What follows belongs to an exercise in optimizing a design on an open flow for small area, a short achievable clock period and few clock cycles per item; a production flow would make more cautious choices.
Function was checked by simulation only, so behaviour that the tests miss may differ from the original.
Power figures rest on the tool's default switching activity, not on a simulated workload.

// battery_voltage_average_soc_lookup
module battery_voltage_average_soc_lookup #(
  parameter int unsigned TABLE_ENTRIES = 100
) (
  input  wire logic        clk_i,
  input  wire logic        rst_ni,
  input  wire logic        in_valid_i,
  output      logic        in_stall_o,
  input  wire logic        cmd_i,
  input  wire logic [22:0] sample_uv_i,
  input  wire logic [6:0]  entry_index_i,
  input  wire logic [15:0] entry_mv_i,
  output      logic        out_valid_o,
  input  wire logic        out_stall_i,
  output      logic [15:0] long_avg_mv_o,
  output      logic        long_done_o,
  output      logic [15:0] short_avg_mv_o,
  output      logic        short_done_o,
  output      logic [10:0] soc_x16_o,
  output      logic        init_seen_o,
  input  wire logic        cfg_valid_i,
  output      logic        cfg_ready_o,
  input  wire logic [1:0]  cfg_index_i,
  input  wire logic [3:0]  cfg_data_i
);
==> flow/config.mk <==
export PLATFORM = sky130hd
export DESIGN_NAME = battery_voltage_average_soc_lookup
export DESIGN_NICKNAME = battery_voltage_average_soc_lookup
export VERILOG_FILES = /design/flow/design.v
export SDC_FILE = /design/flow/constraint.sdc
export NUM_CORES = 4
export LEC_CHECK = 0
export ABC_AREA = 1
export CAP_MARGIN = 20
export CORE_MARGIN = 2
export CORE_UTILIZATION = 40
export CTS_CLUSTER_DIAMETER = 110
export CTS_CLUSTER_SIZE = 22
export PLACE_DENSITY = 0.45
export SETUP_SLACK_MARGIN = 4.8
export SLEW_MARGIN = 20
export TNS_END_PERCENT = 10
==> flow/constraint.sdc <==
create_clock -name core_clock -period 8.0 [get_ports {clk_i}]
set_input_delay 1.6000 -clock core_clock [delete_from_list [all_inputs] [get_ports {clk_i}]]
set_output_delay 1.6000 -clock core_clock [all_outputs]
set_load 0.01 [all_outputs]
run.sh (not shown) runs the stock make flow with config.mk's settings and CLKGATE_MAP_FILE= SYNTH_SCRIPT=/design/flow/synth_recipe.tcl, a recipe that flattens the netlist after the stock synthesis.
Testbench counts at the start, summed over its fixed seeds: cycles 9,384, items 9,216.
Then changed:
SETUP_SLACK_MARGIN = 4.6   (was 4.8)
Result:
- global-route usage decreases by 0.26 points
- worst setup slack degrades by 39 ps
- design area decreases by about 1.1%
- critical path depth increases by 16
- cell count decreases by 0.45%
- clock power barely changes
Then changed:
SETUP_SLACK_MARGIN = 5   (was 4.6)
TNS_END_PERCENT = default   (was 10)
What happened: Non-clock buffer count went up by 258. Routed wire length went up by 4.6%. Setup slack gains 390 ps. Critical path depth went down by 13. Final area went up by 4.9%.
Then changed:
TNS_END_PERCENT = 10   (was default)
Outcome: The changed run completed with no timing, DRC or antenna violations; via count hardly moves; cell count decreases by 1.0%; worst setup slack loses 100 ps; synthesized area stays the same; routed wire length falls by 0.79%.
Then changed:
TNS_END_PERCENT = 30   (was 10)
Sequential cell count stays the same.
Synthesized cell count is unchanged.
Design area went up by 1.1%.
Non-clock buffer count went up by 65.
First-iteration DRC count went down by 1.4%.
Clock skew went down by 4.4 ps.
Worst setup slack got worse by 17 ps.
Sequential power hardly moves.

* * *

Another version of the RTL of battery_voltage_average_soc_lookup (not shown whole).
For scale: about 7700 cells after synthesis, ~1900 flip-flops, about 110 I/O pins.
make LEC_CHECK=0 ABC_AREA=1 CAP_MARGIN=20 CORE_MARGIN=2 CORE_UTILIZATION=40 PLACE_DENSITY=0.45 SETUP_SLACK_MARGIN=5 SLEW_MARGIN=20 finish   # period 8.0 ns
Testbench counts at the start, summed over its fixed seeds: cycles 9,384, items 9,216.
==> next run, changes <==
CTS_CLUSTER_DIAMETER = 110   (was unset)
CTS_CLUSTER_SIZE = 22   (was unset)
SETUP_SLACK_MARGIN = 4.6   (was 5)
Outcome:
- synthesized cell count stays the same
- total power drops by about 14%
- die area stays the same
- utilization drops by 3.0 points
- global-route usage drops by 0.97 points
- register-to-register slack is worse by 0.07 ns
- via count drops by 3.1%
- cell count drops by 3.0%

* * *

Starting RTL as in the previous note.
Settings: LEC_CHECK=0, ABC_AREA=1, CAP_MARGIN=20, CORE_MARGIN=2, CORE_UTILIZATION=40, CTS_CLUSTER_DIAMETER=110, CTS_CLUSTER_SIZE=22, PLACE_DENSITY=0.45, SETUP_SLACK_MARGIN=5, SLEW_MARGIN=20; clock period 8.0 ns.
The first run completed without violations.
Testbench counts at the start, summed over its fixed seeds: cycles 9,384, items 9,216.
Then changed:
--- a/flow/config.mk
+++ b/flow/config.mk
@@ -15,2 +15,3 @@
 export SETUP_SLACK_MARGIN = 5
 export SLEW_MARGIN = 20
+export TNS_END_PERCENT = 10
Result: Final area goes down by 1.6%. Combinational power goes down by about 7%. Die area does not change. Wire length goes up by about 0.5%. Worst hold slack is about the same. Global-route usage goes up by 0.31 points.

-- static timing again, ports no longer ideal --
How much do the figures lean on ideal ports? The routed layouts below were timed once more, with nothing changed but the port constraints.
Step 1: set_driving_cell puts a clkbuf_16 on clk_i and a buf_2 on each other input, an assumption about the parent block.
Step 2 also shifts input and output timing later by t, the mid clock arrival at the registers, as if the neighbouring blocks saw the same clock.
a / b / c = no drivers / after step 1 / after step 2; a / b = the first two.
| run | shift t [ns] | slack for setup (ns) | latest minus earliest clock arrival (ns) | worst data-port slew with drivers (ns) | cell pins on the clock port's net |
|---|---|---|---|---|---|
| the first run of note 1 | 0.867 | 4.592 / 4.498 / 3.994 | 0.057 / 0.057 | 0.10 | 1 |
| the second run of note 1 | 0.868 | 4.553 / 4.502 / 4.073 | 0.061 / 0.062 | 0.10 | 1 |
| the third run of note 1 | 0.865 | 4.945 / 4.900 / 4.261 | 0.038 / 0.038 | 0.08 | 1 |
| the fourth run of note 1 | 0.869 | 4.845 / 4.762 / 4.209 | 0.045 / 0.044 | 0.05 | 1 |
| the fifth run of note 1 | 0.869 | 4.828 / 4.745 / 4.168 | 0.045 / 0.044 | 0.06 | 1 |
| the first run of note 2 | 0.935 | 4.603 / 4.603 / 4.159 | 0.036 / 0.036 | 0.08 | 1 |
| the second run of note 2 | 0.857 | 4.531 / 4.531 / 3.945 | 0.055 / 0.056 | 0.08 | 1 |
| the first run of note 3 | 0.865 | 4.581 / 4.581 / 4.212 | 0.055 / 0.055 | 0.08 | 1 |
| the second run of note 3 | 0.859 | 4.575 / 4.575 / 3.980 | 0.053 / 0.053 | 0.09 | 1 |
After both steps setup and hold are still met in every run listed. For the third run of note 1, which loses most, drivers alone change the setup slack by -0.045 ns; drivers and shift together by -0.684 ns.
